This design comes from an exercise in tuning for small area, a short achievable clock period and few clock cycles per item on the open sky130 flow, not from production work.
Function was checked by simulation only, so behaviour that the tests miss may differ from the original.
Power is estimated from default activity; no workload was simulated.

// fc_accum
module fc_accum #(
  parameter int DATAW = 20,
  parameter int ADDRW = 12,
  parameter int FRAC  = 16,
  parameter int NUM   = 2048,
  parameter int RELU  = 1
) (
  input  logic             i_clk,
  input  logic             i_reset,
  input  logic             i_start,
  input  logic [DATAW-1:0] i_bias,
  output logic             o_busy,
  output logic             o_done,
  output logic             o_crd,
  output logic [ADDRW-1:0] o_caddr_rd,
  input  logic [DATAW-1:0] i_cdata_rd,
  output logic [ADDRW-1:0] o_waddr,
  input  logic [DATAW-1:0] i_wdata,
  output logic             o_cwr,
  output logic [2:0]       o_csel,
  output logic [ADDRW-1:0] o_caddr_wr,
  output logic [DATAW-1:0] o_cdata_wr
);
  localparam int AW = 51;
  localparam int NB = 6;
  logic              r_busy, r_done, r_crd, r_drain;
  logic [10:0]       r_cnt;
  logic              r_v1;       
  logic              v_q;        
  logic              v2_q;       
  logic              w_start;
  logic [19:0]       d_q;
  logic [9:0]        one_q, two_q, neg_q;
  logic [72:0]  s1_q;
  logic [72:0]  s1_d;
  logic [AW-1:0]     acc_q;
  logic [NB-1:0]     cy_q;       
  logic [AW-1:0]     acc_d;
  logic [NB-1:0]     cy_d;
  assign w_start = i_start & ~r_busy & ~r_done;
  logic [20:0] wx;
  assign wx = {i_wdata, 1'b0};
  always_ff @(posedge i_clk) begin
    for (int i = 0; i < 10; i++) begin
      one_q[i] <= ~i_reset & r_v1 & (wx[2*i+1] ^ wx[2*i]);
      two_q[i] <= ~i_reset & r_v1 & ((wx[2*i+2] & ~wx[2*i+1] & ~wx[2*i]) | (~wx[2*i+2] & wx[2*i+1] & wx[2*i]));
      neg_q[i] <= ~i_reset & r_v1 & wx[2*i+2] & ~(wx[2*i+1] & wx[2*i]);
    end
    d_q <= i_cdata_rd;
  end
  logic [20:0] dx;
  assign dx = {d_q[19], d_q};
  wire pp0_0 = (((one_q[0] & dx[0]) | (two_q[0] & 1'b0)) ^ neg_q[0]);
  wire pp0_1 = (((one_q[0] & dx[1]) | (two_q[0] & dx[0])) ^ neg_q[0]);
  wire pp0_2 = (((one_q[0] & dx[2]) | (two_q[0] & dx[1])) ^ neg_q[0]);
  wire pp0_3 = (((one_q[0] & dx[3]) | (two_q[0] & dx[2])) ^ neg_q[0]);
  wire pp0_4 = (((one_q[0] & dx[4]) | (two_q[0] & dx[3])) ^ neg_q[0]);
  wire pp0_5 = (((one_q[0] & dx[5]) | (two_q[0] & dx[4])) ^ neg_q[0]);
  wire pp0_6 = (((one_q[0] & dx[6]) | (two_q[0] & dx[5])) ^ neg_q[0]);
  wire pp0_7 = (((one_q[0] & dx[7]) | (two_q[0] & dx[6])) ^ neg_q[0]);
  ...
Size: about 1600 cells after synthesis, roughly 130 I/O pins, about 0.016 mm^2 of cells after synthesis.
==> flow/config.mk <==
export PLATFORM = sky130hd
export DESIGN_NAME = fc_accum
export DESIGN_NICKNAME = fc_accum
export VERILOG_FILES = /design/flow/design.v
export SDC_FILE = /design/flow/constraint.sdc
export NUM_CORES = 4
export LEC_CHECK = 0
export CAP_MARGIN = 60
export CORE_MARGIN = 2
export CORE_UTILIZATION = 40
export CTS_CLUSTER_DIAMETER = 80
export CTS_CLUSTER_SIZE = 30
export PLACE_DENSITY = 0.6
export SLEW_MARGIN = 60
export SYNTH_HIERARCHICAL = 1
export SYNTH_MINIMUM_KEEP_SIZE = 0
==> flow/constraint.sdc <==
create_clock -name core_clock -period 12.5 [get_ports {i_clk}]
set_input_delay 2.5000 -clock core_clock [delete_from_list [all_inputs] [get_ports {i_clk}]]
set_output_delay 2.5000 -clock core_clock [all_outputs]
set_load 0.01 [all_outputs]
standard.sh (not shown) runs the stock make flow with config.mk's settings and CLKGATE_MAP_FILE= SYNTH_SCRIPT=/design/flow/synth_recipe.tcl, a recipe that flattens the netlist after the stock synthesis.
==> flow/flow/run.sh <==
#!/bin/bash
# The standard layout, with two changes:
#  - the port buffers are sky130_fd_sc_hd__buf_1 instead of the buffer that
#    buffer_ports picks by default (a delay cell, clkdlybuf4s50_1); the
#    resizer may upsize them as usual;
#  - repair_timing aims for 9 ns of setup slack.
# The clock period, the constraints and every other step are the standard ones.
set -euo pipefail
bash standard.sh "BUFFER_PORTS_ARGS=-buffer_cell sky130_fd_sc_hd__buf_1" SETUP_SLACK_MARGIN=9 finish > standard.log 2>&1
Testbench counts at the start, summed over its fixed seeds: cycles 263,062, items 128.
Rerun with:
Settings changed: CORE_UTILIZATION 40 to 70, PLACE_DENSITY 0.6 to 0.85.
=>
- via count came out higher by about 6%
- sequential power came out higher by about 0.5%
- routed wire length came out higher by 0.99%
- area after synthesis stays the same
- cell count came out lower by about 10%
- worst setup slack is better by 0.010 ns
- power came out lower by about 2.8%
- non-clock buffer count came out higher by 9
- cell area came out lower by about 2.3%
- combinational power barely changes
- die area came out lower by 42%

separate check: timing with driven ports:
No port has a modelled driver above. Below, the same layouts with a new extraction and two added sets of constraints. Step 1 sets driving cells, clkbuf_16 on the clock port and buf_2 on the other inputs (assumed; they add their load-dependent delay and slew). Step 2, shift: input delay + t, output delay - t, t = (earliest + latest rising clock arrival at the registers) / 2. This alone moves slack from input paths to output paths. Slacks: ideal / step 1 / step 2; pairs: ideal / step 1.
run | shift t [ns] | setup slack, ns | hold slack, ns | clock arrival spread, ns | worst slew at a driven data input, ns
the first run | 0.571 | 8.976 / 8.918 / 8.586 | 0.522 / 0.522 / 0.522 | 0.024 / 0.025 | 0.05
the second run | 0.532 | 8.986 / 8.937 / 8.546 | 0.532 / 0.532 / 0.532 | 0.023 / 0.023 | 0.04
After both steps every run listed still meets setup and hold. For the second run, which loses most, drivers alone change the setup slack by -0.049 ns; drivers and shift together by -0.440 ns.
